This design comes from an exercise in tuning for small area, a short achievable clock period and few clock cycles per item on the open sky130 flow, not from production work.
At most, simulation tests tie the RTL to the original design; equivalence was not proved.
No functional check of the RTL was part of run 3.

==> flow/design.v <==
package dls_pkg;
    localparam int DLS_LEVEL_FRAC_BITS = 30;
    localparam int COEF_W    = 17;
    localparam int COEF_FRAC = 16;
    localparam int STEP_W    = 13;
    localparam int CFG_IDX_W = 2;
    localparam int CFG_DATA_W = 17;
    localparam logic [CFG_IDX_W-1:0] REG_MODE     = 2'd0;
    localparam logic [CFG_IDX_W-1:0] REG_DECAY    = 2'd1;
    localparam logic [CFG_IDX_W-1:0] REG_STEP     = 2'd2;
    localparam logic [CFG_IDX_W-1:0] REG_BLOCKING = 2'd3;
    localparam logic [1:0] MODE_LINEAR  = 2'd0;
    localparam logic [1:0] MODE_HALF_SQ = 2'd1;
    localparam logic [1:0] MODE_SQ      = 2'd2;
    localparam logic [COEF_W-1:0] DECAY_MIN   = 17'd655;
    localparam logic [COEF_W-1:0] DECAY_MAX   = 17'd65536;
    localparam logic [COEF_W-1:0] DECAY_RESET = 17'd39322;
    localparam logic [STEP_W-1:0] STEP_MIN    = 13'd66;
    localparam logic [STEP_W-1:0] STEP_MAX    = 13'd6554;
    localparam logic [STEP_W-1:0] STEP_RESET  = 13'd6554;
    typedef struct packed {
        logic [1:0]        mode;
        logic [COEF_W-1:0] decay;
        logic [STEP_W-1:0] step_time;
        logic              blocking;
    } dls_cfg_t;
endpackage
module dls_cfg
(
    input  logic                  clk,
    input  logic                  rst_n,
    input  logic                  cfg_valid,
    output logic                  cfg_ready,
    input  logic [dls_pkg::CFG_IDX_W-1:0]  cfg_index,
    input  logic [dls_pkg::CFG_DATA_W-1:0] cfg_data,
    output logic [dls_pkg::COEF_W+dls_pkg::STEP_W+2:0] cfg
);
    dls_pkg::dls_cfg_t cfg_reg;
    dls_pkg::dls_cfg_t cfg_next;
    logic [dls_pkg::COEF_W-1:0] decay_in;
    logic [dls_pkg::STEP_W-1:0] step_in;
    assign cfg_ready = 1'b1;
    always_comb
    begin
        decay_in = cfg_data[dls_pkg::COEF_W-1:0];
        step_in  = cfg_data[dls_pkg::STEP_W-1:0];
        cfg_next = cfg_reg;
        if (cfg_valid)
        begin
            unique case (cfg_index)
                dls_pkg::REG_MODE:
                begin
                    if (cfg_data[1:0] == dls_pkg::MODE_HALF_SQ || cfg_data[1:0] == dls_pkg::MODE_SQ)
                    begin
                        cfg_next.mode = cfg_data[1:0];
                    end
                    else
                    begin
                        cfg_next.mode = dls_pkg::MODE_LINEAR;
                    end
                end
                dls_pkg::REG_DECAY:
                begin
                    if (decay_in < dls_pkg::DECAY_MIN)
                    begin
                        cfg_next.decay = dls_pkg::DECAY_MIN;
                    end
                    else if (decay_in > dls_pkg::DECAY_MAX)
                    begin
                        cfg_next.decay = dls_pkg::DECAY_MAX;
                    end
                    else
                    begin
                        cfg_next.decay = decay_in;
                    end
                end
                dls_pkg::REG_STEP:
                begin
                    if (step_in < dls_pkg::STEP_MIN)
                    begin
                        cfg_next.step_time = dls_pkg::STEP_MIN;
                    end
                    else if (step_in > dls_pkg::STEP_MAX)
                    begin
                        cfg_next.step_time = dls_pkg::STEP_MAX;
                    end
                    else
                    begin
                        cfg_next.step_time = step_in;
                    end
                end
                dls_pkg::REG_BLOCKING:
                begin
                    cfg_next.blocking = cfg_data[0];
                end
                default:
                begin
                    cfg_next = cfg_reg;
                end
            endcase
        end
    end
    always_ff @(posedge clk or negedge rst_n)
    begin
        if (!rst_n)
        begin
            cfg_reg.mode      <= dls_pkg::MODE_LINEAR;
            cfg_reg.decay     <= dls_pkg::DECAY_RESET;
            cfg_reg.step_time <= dls_pkg::STEP_RESET;
            cfg_reg.blocking  <= 1'b0;
        end
        else
        begin
            cfg_reg <= cfg_next;
        end
    end
    assign cfg = cfg_reg;
endmodule
module dls_booth
(
    input  logic [16:0] b,
    output logic [8:0]  one,
    output logic [8:0]  two,
    output logic [8:0]  neg
);
    logic [18:0] bx;
    assign bx = {1'b0, b, 1'b0};
    always_comb
    begin
        for (int i = 0; i < 9; i++)
        begin
            logic [2:0] t;
            t      = bx[2*i +: 3];
            one[i] = t[0] ^ t[1];
            two[i] = (t == 3'b011) || (t == 3'b100);
            neg[i] = t[2] & ~(t[1] & t[0]);
        end
    end
endmodule
module dls_mul
#(
    parameter int OP_W = 32
)
(
    input  logic [OP_W-1:0] a,
    input  logic [8:0]      one,
    input  logic [8:0]      two,
    input  logic [8:0]      neg,
    input  logic [16:0]     c,
    input  logic [OP_W-1:0] h,
    output logic [OP_W:0]   result
);
    localparam int ROWS  = 9;
    localparam int PP_W  = OP_W + 2;
    localparam int SUM_W = OP_W + 17;
    localparam logic [SUM_W-1:0] SIGN_FIX = SUM_W'(0) - (SUM_W'((4**ROWS - 1) / 3) << (PP_W - 1));
    logic [SUM_W-1:0] rows [ROWS];
    logic [SUM_W-1:0] negs;
    logic [SUM_W-1:0] sum;
    logic [PP_W-1:0]  a_x;
    assign a_x = {{2{a[OP_W-1]}}, a};
    always_comb
    begin
        negs = '0;
        for (int i = 0; i < ROWS; i++)
        begin
            logic [PP_W-1:0] mag;
            logic [PP_W-1:0] pp;
            mag = (one[i] ? a_x : '0) | (two[i] ? (a_x << 1) : '0);
            pp  = neg[i] ? ~mag : mag;
            rows[i] = SUM_W'({~pp[PP_W-1], pp[PP_W-2:0]}) << (2*i);
            negs[2*i] = neg[i];
        end
    end
    always_comb
    begin
        sum = SIGN_FIX + SUM_W'(c) + (SUM_W'(h) << 16) + negs;
        for (int i = 0; i < ROWS; i++)
        begin
            sum = sum + rows[i];
        end
    end
    assign result = sum[SUM_W-1:16];
endmodule
module damped_level_smoother
#(
    parameter int LEVEL_FRAC_BITS = dls_pkg::DLS_LEVEL_FRAC_BITS
)
(
    input  logic                  clk,
    input  logic                  rst_n,
    input  logic                  in_valid,
    output logic                  in_stall,
    input  logic                  func,
    input  logic [7:0]            data_value,
    output logic                  out_valid,
    input  logic                  out_stall,
    output logic [7:0]            level_byte,
    output logic [16:0]           level_q16,
    output logic                  busy_res,
    input  logic                  cfg_valid,
    output logic                  cfg_ready,
    input  logic [dls_pkg::CFG_IDX_W-1:0]  cfg_index,
    input  logic [dls_pkg::CFG_DATA_W-1:0] cfg_data
);
    localparam int LVL_W = LEVEL_FRAC_BITS + 1;
    localparam int SW    = LVL_W + 1;
    localparam int SNAP  = LEVEL_FRAC_BITS - 12;
    localparam logic [2:0] S_IDLE = 3'd0;
    localparam logic [2:0] S_FIX  = 3'd1;   
    localparam logic [2:0] S_M1   = 3'd2;   
    localparam logic [2:0] S_M2   = 3'd3;   
    localparam logic [2:0] S_M3   = 3'd4;   
    localparam logic [2:0] S_WB   = 3'd5;   
    dls_pkg::dls_cfg_t cfg;
    logic [2:0]       state_reg, state_next;
    logic [LVL_W-1:0] level_reg, level_next;
    logic [7:0]       last_target_reg;
    logic             up_reg;
    logic             to_target_reg;
    logic             busy_reg, busy_next;
    logic [SW-1:0]    d_reg, d_next;
    logic             out_valid_reg, out_valid_next;
    logic             out_free;
    logic             give;
    logic             in_take;
    logic             blocked;
    logic [LVL_W-1:0] target_in;
    logic [LVL_W-1:0] target;
    logic [LVL_W-1:0] level_new;
    logic [SW-1:0]    w;
    logic             near;
    logic             mul_state;
    logic             halve;
    logic             last_mul;
    logic [16:0]      rnd;
    logic [SW-1:0]    add_l;
    logic [SW:0]      mul_r;
    logic             to_target;
    logic [LVL_W-SNAP-1:0] t_hi;
    logic [LVL_W-SNAP-1:0] r_hi;
    logic             lo_gt;
    logic             lo_lt;
    logic [16:0]      coef_next;
    logic [8:0]       b_one, b_two, b_neg;
    logic [8:0]       one_reg, two_reg, neg_reg;
    logic             snap;
    function automatic logic [LVL_W-1:0] byte_level(input logic [7:0] b);
        logic [LVL_W-1:0] t;
        t = '0;
        for (int i = 0; i < LEVEL_FRAC_BITS; i++)
        begin
            t[i] = b[7 - ((LEVEL_FRAC_BITS - 1 - i) % 8)];
        end
        if (b == 8'hFF)
        begin
            t = LVL_W'(1) << LEVEL_FRAC_BITS;
        end
        byte_level = t;
    endfunction
    dls_cfg u_cfg
    (
        .clk       (clk),
        .rst_n     (rst_n),
        .cfg_valid (cfg_valid),
        .cfg_ready (cfg_ready),
        .cfg_index (cfg_index),
        .cfg_data  (cfg_data),
        .cfg       (cfg)
    );
    assign target_in = byte_level(data_value);
    assign target    = byte_level(last_target_reg);
    function automatic logic is_small(input logic [SW-1:0] x);
        is_small = (x[SW-1:SNAP] == '0) || ((&x[SW-1:SNAP]) && (|x[SNAP-1:0]));
    endfunction
    assign t_hi   = target[LVL_W-1:SNAP];
    assign r_hi   = d_reg[LVL_W-1:SNAP];
    assign lo_gt  = d_reg[SNAP-1:0] > target[SNAP-1:0];
    assign lo_lt  = d_reg[SNAP-1:0] < target[SNAP-1:0];
    assign snap   = (r_hi == t_hi) ||
                    (up_reg ? ((r_hi == t_hi - 1'b1) && lo_gt)
                            : ((r_hi == t_hi + 1'b1) && lo_lt));
    always_comb
    begin
        to_target = ((state_reg == S_WB) && snap) ||
                    ((state_reg == S_FIX) && to_target_reg) ||
                    ((state_reg == S_M1) && near);
        level_new = level_reg;
        if (to_target)
        begin
            level_new = target;
        end
        else if (state_reg == S_WB)
        begin
            level_new = d_reg[LVL_W-1:0];
        end
    end
    assign near      = is_small(d_reg);
    assign mul_state = (state_reg == S_M1 && !near) || (state_reg == S_M2) || (state_reg == S_M3);
    assign out_free  = !out_valid_reg || !out_stall;
    assign give      = out_free && ((state_reg == S_FIX) || (state_reg == S_WB) ||
                                    (state_reg == S_M1 && near));
    assign in_stall  = mul_state || !out_free;
    assign in_take   = in_valid && !in_stall;
    assign blocked   = cfg.blocking && (data_value == last_target_reg);
    assign w = {1'b0, target_in} - {1'b0, level_new};
    assign halve    = (state_reg == S_M1) && (cfg.mode == dls_pkg::MODE_HALF_SQ);
    assign last_mul = (state_reg == S_M3) ||
                      (state_reg == S_M2 && cfg.mode == dls_pkg::MODE_LINEAR);
    assign rnd      = up_reg ? 17'd0 : {halve, 16'hFFFF};
    assign add_l    = last_mul ? {1'b0, level_reg} : '0;
    assign coef_next = (state_next == S_M2) ? 17'(cfg.step_time) : cfg.decay;
    dls_booth u_booth
    (
        .b   (coef_next),
        .one (b_one),
        .two (b_two),
        .neg (b_neg)
    );
    dls_mul #(
        .OP_W (SW)
    ) u_mul
    (
        .a      (d_reg),
        .one    (one_reg),
        .two    (two_reg),
        .neg    (neg_reg),
        .c      (rnd),
        .h      (add_l),
        .result (mul_r)
    );
    always_comb
    begin
        state_next = state_reg;
        level_next = level_reg;
        busy_next  = busy_reg;
        d_next     = d_reg;
        unique case (state_reg)
            S_M1:
            begin
                if (near)
                begin
                    if (give)
                    begin
                        level_next = level_new;
                        busy_next  = 1'b0;
                        state_next = S_IDLE;
                    end
                end
                else
                begin
                    d_next     = halve ? mul_r[SW:1] : mul_r[SW-1:0];
                    state_next = S_M2;
                end
            end
            S_M2:
            begin
                d_next     = mul_r[SW-1:0];
                state_next = last_mul ? S_WB : S_M3;
            end
            S_M3:
            begin
                d_next     = mul_r[SW-1:0];
                state_next = S_WB;
            end
            default:
            begin
                if (give)
                begin
                    level_next = level_new;
                    busy_next  = (state_reg == S_WB) && !snap;
                    state_next = S_IDLE;
                end
            end
        endcase
        if (in_take)
        begin
            d_next     = w;
            state_next = (func || blocked) ? S_FIX : S_M1;
        end
    end
    always_comb
    begin
        out_valid_next = (out_valid_reg && out_stall) || give;
    end
    always_ff @(posedge clk or negedge rst_n)
    begin
        if (!rst_n)
        begin
            state_reg       <= S_IDLE;
            level_reg       <= '0;
            last_target_reg <= '0;
            busy_reg        <= 1'b0;
            out_valid_reg   <= 1'b0;
        end
        else
        begin
            state_reg     <= state_next;
            level_reg     <= level_next;
            busy_reg      <= busy_next;
            out_valid_reg <= out_valid_next;
            if (in_take)
            begin
                last_target_reg <= data_value;
            end
        end
    end
    always_ff @(posedge clk)
    begin
        d_reg <= d_next;
        one_reg <= b_one;
        two_reg <= b_two;
        neg_reg <= b_neg;
        if (in_take)
        begin
            up_reg        <= !w[SW-1];
            to_target_reg <= func;
        end
    end
    logic [8:0] lvl_top;
    assign lvl_top    = level_reg[LVL_W-1:LEVEL_FRAC_BITS-8];
    assign level_byte = 8'(lvl_top - 9'({level_reg[LEVEL_FRAC_BITS-9:0], 8'h00} < 38'(level_reg)));
    assign level_q16  = level_reg[LEVEL_FRAC_BITS:LEVEL_FRAC_BITS-16];
    assign busy_res   = busy_reg;
    assign out_valid  = out_valid_reg;
endmodule
==> flow/config.mk <==
export PLATFORM = sky130hd
export DESIGN_NAME = damped_level_smoother
export DESIGN_NICKNAME = damped_level_smoother
export VERILOG_FILES = /design/flow/design.v
export SDC_FILE = /design/flow/constraint.sdc
export NUM_CORES = 4
export LEC_CHECK = 0
export ABC_AREA = 1
export CAP_MARGIN = 20
export CORE_MARGIN = 2
export CORE_UTILIZATION = 40
export SETUP_SLACK_MARGIN = 3.0
export SLEW_MARGIN = 20
==> flow/run.sh <==
#!/bin/bash
# synth_recipe.tcl (not shown) runs the flow's synth.tcl, then flattens the netlist and writes it again
# the make line also repeats each setting of config.mk as NAME=value (left out here)
make -C /OpenROAD-flow-scripts/flow DESIGN_CONFIG=/design/flow/config.mk WORK_HOME=/design/flow/orfs CLKGATE_MAP_FILE= SYNTH_SCRIPT=/design/flow/synth_recipe.tcl finish
==> flow/constraint.sdc <==
create_clock -name core_clock -period 9.0 [get_ports {clk}]
set_input_delay 1.8000 -clock core_clock [delete_from_list [all_inputs] [get_ports {clk}]]
set_output_delay 1.8000 -clock core_clock [all_outputs]
set_load 0.01 [all_outputs]
==> flow_metrics.tcl, run 1 <==
set metrics [dict create \
    regToRegEndpoint "d_reg[24]" \
    num_antenna_cells 0 \
    synth_top_area_cell "fa_1" \
    clk_pin_slew_ns 0.07 \
    dp.final_hpwl_mm 76.2 \
    grt_pass1_vias 25100 \
    track_usage_pct 30.6 \
    ys_ff_latch 137 \
    synth-compound-area-share_pct 15.7 \
    cp_max_fo 6 \
    finalClockSkew_ns 0.0145 \
    synth_commonest_cells "inv_1 (646), nand2_1 (610), o22ai_1 (284), xor2_1 (279), fa_1 (257)" \
    worst_path_max_delay_cell "fa_1" \
    syn_area_per_cell_sq_um 7.26 \
    setup_viol 0 \
    wl_per_cell_um 23.0 \
    r2r_start "state_reg[2]" \
    crit_end "d_reg[24]" \
    synthAdderAreaFrac_pct 30.0 \
    post-route-period-util_pct 67.5 \
    ios 62 \
    grt_pass1_wl_mm 157 \
    htreeDepth 4 \
    met2_usage_pct 44.7 \
    reg2regPathDepth 30 \
    final_area_sq_mm 0.0321 \
    holdBufCountCts 0 \
    dieWidth_um 260 \
    synth_area_sq_mm 0.0261 \
    fp.dieArea_sq_mm 0.0674 \
    clkLatencyLatePin_ns 0.47 \
    crit_path_end_kind "flop" \
    gp_congestion 0.989 \
    reg2reg_setup_slack_ns 2.93 \
    overflow 0 \
    largest_reg_flops 33 \
    met1_usage_pct 43.8 \
    use_met3_pct 7.03 \
    coreArea_sq_mm 0.0646 \
    ys.flop_type "dfrtp_1" \
    startpoint "state_reg[2]" \
    final.setup.tns_ns 0 \
    fillers 6321 \
    cap_violations 0 \
    yosys.area_share.simple_pct 17.8 \
    area_growth_pct 22.7 \
    synth_top_family_by_area "adder cells" \
    status "complete, no violations" \
    final-max-slew-violation-count 0 \
    antenna_found_initial 0 \
    yosys-top-cells-area "fa_1 (20%), ha_1 (10%), xor2_1 (9.3%)" \
    ys_warn_count 5 \
    cts_buffers 17 \
    drcViolationCount 0 \
    cp_slowest_stage_delay_ns 0.53 \
    cp.arrival_ns 6.28 \
    top_usage_layer "met2" \
    clk_root_buffer_cell "clkbuf_16" \
    portBuffers 60 \
    grt_max_degree 77 \
    yosysMostFrequentCell "inv_1" \
    clock_sinks 137 \
    slew_headroom_pct 27.7 \
    worstHoldPathType "flop to flop" \
    muxShareOfSynthArea_pct 0.301 \
    ys_types 56 \
    vias_per_cell 5.74 \
    fp.dieH_um 260 \
    cts_tree "yes" \
    period_needed_ns 6.07 \
    netlist_instances 3602 \
    drive_above_1_share_pct 20.4 \
    placed_area_sq_mm 0.0274 \
    routed_wl_mm 106 \
    drt_pass1_iterations 8 \
    synthXorXnorAreaFrac_pct 9.88 \
    drt_iter0_markers 3705 \
    clockBufferDepth 2 \
    rsz0062_at_grt "yes" \
    row_count 93 \
    start_kind "flop" \
    finalHoldViolations 0 \
    worst_slew_pin_slew_ns 1.08 \
    whs_path_depth 2 \
    crit_required_ns 9.21 \
    start_util_pct 40.5 \
    syn_nets 4107 \
    postRouteAntennaNets 0 \
    nNetsFinal 4253 \
    synth_top_area_share_pct 19.7 \
    fmax_ghz 0.165 \
    num_vias 26500 \
    ys_seq_area_share_pct 13.3 \
    critPathKind "flop to flop" \
    synth_edf_count 34 \
    synthArstFlopShare_pct 56.2 \
]
## cell families (layout without fill, tap and decap cells)
logic type,Yosys count,count (layout)
adders and majority gates,472,472
DFF,137,137
other,1,1
buffers and inverters,873,1030
AOI/OAI and AO/OA,700,700
muxes,7,7
xor gates and xnor gates,295,295
and+or+nand+nor,1117,1119
## how the worst min path moves through the flow
| stage | start | to | slack (ns) |
|---|---|---|---|
| after global placement | u_cfg.cfg_reg[29] | u_cfg.cfg_reg[29] | 0.46 |
| after CTS | u_cfg.cfg_reg[26] | u_cfg.cfg_reg[26] | 0.47 |
| after global routing | u_cfg.cfg_reg[26] | u_cfg.cfg_reg[26] | 0.49 |
| after floorplan | u_cfg.cfg_reg[30] | u_cfg.cfg_reg[30] | 0.44 |
| final | u_cfg.cfg_reg[25] | u_cfg.cfg_reg[25] | 0.47 |
| after detailed placement | u_cfg.cfg_reg[26] | u_cfg.cfg_reg[26] | 0.46 |
## critical path, delay by kind of cell, from the launching register on
| family | cells | cell delay (ns) |
|---|---|---|
| flip-flops | 1 | 0.40 |
| AND/OR/NAND/NOR | 14 | 1.48 |
| AO/OA/AOI/OAI | 1 | 0.38 |
| buffers and inverters | 9 | 0.88 |
| adder cells (fa/ha/maj) | 6 | 2.65 |
## metal layers
metal  wire (um)  part of all wire (%)  up-vias
met1       44200                    42    12700
met3       12400                    12      257
li1            -                     -    11900
met4        4590                   4.3        0
met5           0                     0        -
met2       45000                    42     1553
## timing repair
action | in CTS | in global routing
setup buffers | 121 | 78
setup endpoints to repair | 33 | 33
pin swaps | 115 | 147
gates cloned | 13 | 5
resized for setup | 307 | 323
## area by class of cell
type / instances / area [sq um] / share of cell area (%)
inverter: 676 / 2720 / 8.47
timing repair inverter: 15 / 100 / 0.312
sequential: 137 / 3510 / 10.9
clock inverter: 12 / 149 / 0.464
timing repair buffer: 307 / 2820 / 8.80
clock buffer: 20 / 489 / 1.52
tap: 855 / 1070 / 3.33
multi-input combinational: 2594 / 21200 / 66.2
## per-stage QoR
stage	setup slack [ns]	hold WS [ns]	utilization, %	std cells
2_1_floorplan	3.15	0.442	-	3602
3_3_place_gp	1.75	0.457	42.4	4367
3_5_place_dp	1.68	0.463	42.4	4367
4_1_cts	3.00	0.475	46.8	4533
5_1_grt	2.76	0.488	49.7	4616
6_report	2.93	0.472	49.7	4616
## placed cells by master, fill, tap and decap left out, types with 33 or more instances in the layout
cell	Yosys	routed
clkdlybuf4s50_1	0	59
dfrtp_1	62	58
nor2_1	213	150
clkinvlp_4	0	33
nand3_1	195	169
o22ai_1	284	264
nand2_1	610	556
inv_2	10	56
nor2_4	0	33
fa_1	257	243
a21oi_2	0	36
inv_1	646	574
buf_4	20	201
nand2_2	11	55
edfxtp_1	34	34
o21ai_0	160	121
xor2_1	279	273
ha_1	215	185
a21oi_1	157	116
Testbench counts, summed over its fixed seeds: cycles 49,107, items 19,200.
==> run 2, diff against run 1 <==
--- a/flow/config.mk
+++ b/flow/config.mk
@@ -9,5 +9,5 @@
 export CAP_MARGIN = 20
 export CORE_MARGIN = 2
 export CORE_UTILIZATION = 40
-export SETUP_SLACK_MARGIN = 3.0
+export SETUP_SLACK_MARGIN = 2.5
 export SLEW_MARGIN = 20
==> flow_metrics.tcl, run 2 <==
set metrics [dict create \
    synth_top_area_share_pct 19.7 \
    post-route-period-util_pct 70.0 \
    yosysMostFrequentCell "inv_1" \
    ys_ff_latch 137 \
    clk_pin_slew_ns 0.07 \
    drive_above_1_share_pct 10.6 \
    fmax_ghz 0.159 \
    use_met3_pct 6.63 \
    vias_per_cell 5.69 \
    fillers 6609 \
    synth_commonest_cells "inv_1 (646), nand2_1 (610), o22ai_1 (284), xor2_1 (279), fa_1 (257)" \
    clk_root_buffer_cell "clkbuf_16" \
    drt_pass1_iterations 6 \
    finalHoldViolations 0 \
    period_needed_ns 6.30 \
    grt_max_degree 77 \
    cp.arrival_ns 6.51 \
    syn_nets 4107 \
    synthArstFlopShare_pct 56.2 \
    ys_seq_area_share_pct 13.3 \
    nNetsFinal 4137 \
    synth_area_sq_mm 0.0261 \
    met2_usage_pct 43.7 \
    yosys-top-cells-area "fa_1 (20%), ha_1 (10%), xor2_1 (9.3%)" \
    fp.dieH_um 260 \
    synth_edf_count 34 \
    crit_path_end_kind "flop" \
    num_antenna_cells 0 \
    placed_cells 4367 \
    drcViolationCount 0 \
    regToRegEndpoint "d_reg[26]" \
    final-max-slew-violation-count 0 \
    status "complete, no violations" \
    reg2regPathDepth 26 \
    fp.dieArea_sq_mm 0.0674 \
    gp_congestion 0.989 \
    dp.final_hpwl_mm 76.2 \
    largest_reg_flops 33 \
    whs_endpoint "u_cfg.cfg_reg[25]" \
    synth_top_area_cell "fa_1" \
    finalClockSkew_ns 0.0144 \
    rsz0062_at_grt "no" \
    postRouteAntennaNets 0 \
    htreeDepth 4 \
    whs_path_depth 2 \
    top_usage_layer "met2" \
    cts_buffers 17 \
    ios 62 \
    cap_violations 0 \
    ys_warn_count 5 \
    ys.flop_type "dfrtp_1" \
    overflow 0 \
    portBuffers 60 \
    cts_tree "yes" \
    netlist_instances 3602 \
    wl_per_cell_um 22.5 \
    worst_slew_pin_slew_ns 1.11 \
    ys_types 56 \
    worstHoldPathType "flop to flop" \
    final_common_cell "inv_1" \
    row_count 93 \
    holdBufCountCts 0 \
    grt_pass1_vias 24500 \
    met1_usage_pct 42.4 \
    cp_max_fo 7 \
    dieWidth_um 260 \
    layout_common_cells "inv_1 (621), nand2_1 (597), o22ai_1 (284)" \
    grt_pass1_wl_mm 152 \
    clock_sinks 137 \
    hp-start "u_cfg.cfg_reg[25]" \
    critPathKind "flop to flop" \
    routed_wl_mm 101 \
    r2r_start "state_reg[2]" \
    final.setup.tns_ns 0 \
    start_util_pct 40.5 \
    reg2reg_setup_slack_ns 2.70 \
    antenna_found_initial 0 \
    drt_iter0_markers 3187 \
    crit_required_ns 9.21 \
    slew_headroom_pct 26.1 \
    coreArea_sq_mm 0.0646 \
    syn_area_per_cell_sq_um 7.26 \
    track_usage_pct 29.7 \
    clockBufferDepth 2 \
    area_growth_pct 12.8 \
    start_kind "flop" \
    num_vias 25600 \
    final_cells 4500 \
    clkLatencyLatePin_ns 0.46 \
    setup_viol 0 \
]
run 2: cell counts after synthesis:
Identical to the previous run, type by type.
run 2: cell families (layout without fill, tap and decap cells):
group	Yosys count	after routing	share of synthesized area, %
other	1	1	0.0143
DFF	137	137	13.3
AOI/OAI and AO/OA	700	700	15.7
and+or+nand+nor	1117	1118	17.8
xor gates and xnor gates	295	295	9.88
muxes	7	7	0.301
buffers and inverters	873	915	13.0
adders and majority gates	472	472	30.0
run 2: critical path: stages, from the launching register on:
cell and delay [ns]:
dfrtp_1 0.42, inv_2 0.09, nand2_1 0.09, nor2_2 0.12, nand3_2 0.10, nand2_4 0.14, buf_4 0.16, buf_4 0.14
nand2_1 0.16, ha_1 0.39, fa_1 0.52, fa_2 0.65, fa_1 0.44, fa_1 0.58, inv_1 0.08, ha_2 0.36
a21oi_2 0.21, inv_1 0.06, a31oi_1 0.22, o21ai_0 0.19, inv_1 0.09, o21ai_0 0.07, a21oi_1 0.21, a31o_2 0.20
nand3_1 0.08, nand3_1 0.16, nand2_1 0.07
run 2: area by class of cell:
cell class	count	area (sq um)	share of cell area, %
Clock buffer	20	489	1.66
Timing Repair inverter	13	87.6	0.297
Sequential cell	137	3500	11.9
Clock inverter	12	149	0.505
Timing Repair Buffer	194	1710	5.81
Tap cell	855	1070	3.63
Multi-Input combinational cell	2593	19800	67.1
Inverter	676	2700	9.14
run 2: how the worst max path moves through the flow:
| stage | startpoint | endpoint | slack (ns) | depth (start not counted) |
|---|---|---|---|---|
| 3_3_place_gp | state_reg[2] | d_reg[10] | 1.75 | 26 |
| 3_5_place_dp | state_reg[2] | d_reg[10] | 1.68 | 26 |
| 6_report | state_reg[2] | d_reg[26] | 2.70 | 26 |
| 4_1_cts | d_reg[24] | d_reg[20] | 2.50 | 27 |
| 2_1_floorplan | d_reg[19] | d_reg[9] | 3.15 | 26 |
| 5_1_grt | state_reg[2] | d_reg[17] | 2.46 | 28 |
run 2: timing repair:
| item | in CTS | in global routing |
|---|---|---|
| pin swaps | 2 | 29 |
| endpoints found under the setup margin | 33 | 32 |
| buffers inserted | 47 | 40 |
| gates resized for setup | 90 | 124 |
| gates cloned | 11 | 3 |
run 2: routing by layer:
layer  vias to the layer above  part of all wire [%]  wire length (um)
met5                         -                 0.038                38
met4                         2                   4.0              4060
met3                       201                    11             11200
met2                      1441                    42             42700
met1                     12200                    43             43100
li1                      11700                     -                 -
run 2: through the flow:
step	cell area, sq um	setup slack, ns	utilization, %	hold slack (ns)
6_report	29500	2.70	45.7	0.472
5_1_grt	29500	2.46	45.7	0.488
4_1_cts	28700	2.50	44.5	0.475
3_5_place_dp	27400	1.68	42.4	0.463
3_3_place_gp	27400	1.75	42.4	0.457
2_1_floorplan	26100	3.15	-	0.442
==> run 3, diff against run 2 <==
--- a/flow/design.v
+++ b/flow/design.v
@@ -216,6 +216,7 @@
     logic [2:0]       state_reg, state_next;
     logic [LVL_W-1:0] level_reg, level_next;
     logic [7:0]       last_target_reg;
+    logic             last_full_reg;      
     logic             up_reg;
     logic             to_target_reg;
     logic             busy_reg, busy_next;
@@ -245,14 +246,14 @@
     logic [8:0]       b_one, b_two, b_neg;
     logic [8:0]       one_reg, two_reg, neg_reg;
     logic             snap;
-    function automatic logic [LVL_W-1:0] byte_level(input logic [7:0] b);
+    function automatic logic [LVL_W-1:0] byte_level(input logic [7:0] b, input logic full);
         logic [LVL_W-1:0] t;
         t = '0;
         for (int i = 0; i < LEVEL_FRAC_BITS; i++)
         begin
             t[i] = b[7 - ((LEVEL_FRAC_BITS - 1 - i) % 8)];
         end
-        if (b == 8'hFF)
+        if (full)
         begin
             t = LVL_W'(1) << LEVEL_FRAC_BITS;
         end
@@ -268,8 +269,8 @@
         .cfg_data  (cfg_data),
         .cfg       (cfg)
     );
-    assign target_in = byte_level(data_value);
-    assign target    = byte_level(last_target_reg);
+    assign target_in = byte_level(data_value, data_value == 8'hFF);
+    assign target    = byte_level(last_target_reg, last_full_reg);
     function automatic logic is_small(input logic [SW-1:0] x);
         is_small = (x[SW-1:SNAP] == '0) || ((&x[SW-1:SNAP]) && (|x[SNAP-1:0]));
     endfunction
@@ -390,6 +391,7 @@
             state_reg       <= S_IDLE;
             level_reg       <= '0;
             last_target_reg <= '0;
+            last_full_reg   <= 1'b0;
             busy_reg        <= 1'b0;
             out_valid_reg   <= 1'b0;
         end
@@ -402,6 +404,7 @@
             if (in_take)
             begin
                 last_target_reg <= data_value;
+                last_full_reg   <= (data_value == 8'hFF);
             end
         end
     end
==> flow_metrics.tcl, run 3 <==
set metrics [dict create \
    cp.arrival_ns 6.57 \
    crit_path_frequent_cell "fa_1" \
    ios 62 \
    synth_commonest_cells "nand2_1 (658), inv_1 (635), xor2_1 (288), o22ai_1 (281), fa_1 (257)" \
    crit_required_ns 9.22 \
    start_kind "flop" \
    nNetsFinal 4167 \
    fp.dieArea_sq_mm 0.0674 \
    holdBufCountCts 0 \
    yosys-top-cells-area "fa_1 (20%), ha_1 (10%), xor2_1 (9.7%)" \
    post-route-period-util_pct 70.6 \
    ys.flop_type "dfrtp_1" \
    dp.final_hpwl_mm 78.6 \
    slew_headroom_pct 28.1 \
    track_usage_pct 31.5 \
    synth_top_area_cell "fa_1" \
    syn_nets 4118 \
    worst_path_max_delay_cell "fa_1" \
    grt_pass1_vias 25100 \
    fillers 6651 \
    drt_iter0_markers 3206 \
    antenna_found_initial 2 \
    finalHoldViolations 0 \
    cp.depth 25 \
    num_vias 26000 \
    crit_path_end_kind "flop" \
    ys_warn_count 5 \
    cp_slowest_stage_delay_ns 0.56 \
    synthArstFlopShare_pct 56.5 \
    cts_tree "yes" \
    setup_viol 0 \
    critPathTopFamily "adder cells" \
    portBuffers 60 \
    final_area_sq_mm 0.0295 \
    cap_violations 0 \
    ys_seq_area_share_pct 13.4 \
    ys_types 56 \
    reg2regPathDepth 25 \
    netlist_instances 3614 \
    wl_per_cell_um 23.4 \
    status "complete, no violations" \
    final.setup.tns_ns 0 \
    whs_path_depth 2 \
    worstHoldPathType "flop to flop" \
    worst_slew_pin_slew_ns 1.08 \
    critPathKind "flop to flop" \
    vias_per_cell 5.73 \
    gp_congestion 0.999 \
    synth_edf_count 34 \
    grt_max_degree 75 \
    area_growth_pct 12.9 \
    clock_sinks 138 \
    period_needed_ns 6.35 \
    cp_max_fo 6 \
    cts_buffers 17 \
    routed_wl_mm 106 \
    worst-path-buf-inv 7 \
    ys_ff_latch 138 \
    drt_pass1_iterations 7 \
    grt_pass1_wl_mm 160 \
    rsz0062_at_grt "yes" \
    start_util_pct 40.5 \
    dieWidth_um 260 \
    htreeDepth 4 \
    clk_pin_slew_ns 0.07 \
    final-max-slew-violation-count 0 \
    syn_area_per_cell_sq_um 7.23 \
    layout_common_cells "nand2_1 (647), inv_1 (613), xor2_1 (287)" \
    overflow 0 \
    coreArea_sq_mm 0.0646 \
    clockBufferDepth 2 \
    final_common_cell "nand2_1" \
    drive_above_1_share_pct 10.1 \
    yosysMostFrequentCell "nand2_1" \
    placed_cells 4392 \
    postRouteAntennaNets 0 \
    row_count 93 \
    placed_area_sq_mm 0.0274 \
    fmax_ghz 0.157 \
    clkLatencyLatePin_ns 0.46 \
    largest_reg_flops 33 \
    synth_area_sq_mm 0.0261 \
    clk_root_buffer_cell "clkbuf_16" \
    drcViolationCount 0 \
    finalClockSkew_ns 0.0111 \
    synth_top_area_share_pct 19.7 \
    final_cells 4533 \
    fp.dieH_um 260 \
]
-- run 3: cell types whose count changed after synthesis, moves of 4 or more --
cell,before,now
nand2_1,610,658
a31oi_1,24,11
o21ai_0,160,164
nor4_1,13,18
nand2_2,11,4
a21oi_1,157,135
nor2_1,213,235
buf_1,24,29
clkbuf_1,138,122
inv_1,646,635
xor2_1,279,288
or2_2,8,1
clkinv_1,20,25
-- run 3: layout make-up --
class	count	area [sq um]	area share, %
antenna	2	5.00	0.0170
clock buffer	22	495	1.68
clock inverter	10	125	0.424
inverter	671	2680	9.07
multi-input combinational	2620	19700	66.9
sequential	138	3530	12.0
tap	855	1070	3.63
timing repair buffer	205	1770	6.01
timing repair inverter	10	75.1	0.254
-- run 3: logic make-up (layout without fill, tap and decap cells) --
| group | after synthesis | after routing | share of synthesized area, % |
|---|---|---|---|
| adder cells (fa/ha/maj) | 471 | 471 | 29.9 |
| XOR/XNOR | 302 | 302 | 10.1 |
| multiplexers | 6 | 6 | 0.258 |
| flip-flops | 138 | 138 | 13.4 |
| AND/OR/NAND/NOR | 1183 | 1183 | 18.8 |
| other | 1 | 3 | 0.0143 |
| AO/OA/AOI/OAI | 657 | 657 | 14.7 |
| buffers and inverters | 856 | 918 | 12.7 |
-- run 3: path summary, 6_finish.rpt --
| check | to | slack, ns | from |
|---|---|---|---|
| setup / recovery | d_reg[20] | 2.65 | d_reg[22] |
| hold / removal | u_cfg.cfg_reg[26] | 0.47 | u_cfg.cfg_reg[26] |
| setup reg to reg | d_reg[20] | 2.65 | d_reg[22] |
| hold reg to reg | u_cfg.cfg_reg[26] | 0.47 | u_cfg.cfg_reg[26] |
| max in group asynchronous | u_cfg.cfg_reg[6] | 6.65 | rst_n |
| min in group asynchronous | level_reg[14] | 1.32 | rst_n |
-- run 3: what timing repair did --
| item | CTS | global route |
|---|---|---|
| pin swaps | 1 | 17 |
| setup endpoints to repair | 32 | 32 |
| cloned | 10 | 1 |
| endpoints found under the hold margin | 0 | 0 |
| resized for setup | 75 | 129 |
| buffers inserted | 44 | 52 |
-- run 3: routing by layer --
metal,part of all wire (%),global-route usage (%),up-vias,wire (um)
met5,0.12,0,-,127
met4,4.7,12.8,4,4960
met3,12,9.27,260,12600
met2,41,45.5,1549,43700
met1,42,43.9,12400,44600
li1,-,-,11700,-
-- run 3: worst reg2reg max path: stages, from the launching register on --
cell        delay [ns]
edfxtp_1          0.47
clkinvlp_4        0.34
clkbuf_16         0.28
o22ai_1           0.16
xor2_1            0.12
fa_1              0.56
inv_1             0.07
fa_1              0.51
inv_1             0.05
fa_1              0.52
inv_1             0.06
fa_1              0.51
fa_1              0.56
inv_1             0.04
ha_2              0.37
nand2_2           0.12
nor2_4            0.18
inv_2             0.09
nor4_1            0.28
nand2_1           0.15
nand2_2           0.16
nand2_1           0.09
nand3_1           0.10
nand3_1           0.09
nand3_1           0.13
nand2_1           0.08
-- run 3: stage by stage --
step	hold WS [ns]	worst slack, ns	utilization, %
final	0.469	2.65	45.7
after floorplan	0.442	3.16	-
after detailed placement	0.458	1.84	42.4
after global placement	0.457	1.81	42.4
after global routing	0.507	2.47	45.7
after CTS	0.470	2.49	44.3

## port drivers added, routing unchanged
In the flow no input, the clock included, has a driving cell. The finished layouts below were timed again as built, in two steps.
Step 1 (the two cells are an assumption about what drives the block):
set clk [get_ports {clk}]
set_driving_cell -lib_cell sky130_fd_sc_hd__clkbuf_16 $clk
set_driving_cell -lib_cell sky130_fd_sc_hd__buf_2 [delete_from_list [all_inputs] $clk]
Step 2 adds t to the input delays and takes it off the output delays; t is the mean of the earliest and latest rising clock arrival at the registers after step 1. Input paths then give back, and output paths get back, about the clock's delay inside the block.
Three values: ideal, step 1, step 2; two values: the first two.
run	shift t [ns]	slack for setup (ns)	worst data-port slew with drivers (ns)	cell pins on the clock port's net
run 1	0.506	2.928 / 2.928 / 2.928	0.06	1
run 2	0.504	2.701 / 2.701 / 2.701	0.06	1
run 3	0.518	2.648 / 2.648 / 2.648	0.05	1
After both steps setup and hold are still met in every run listed.
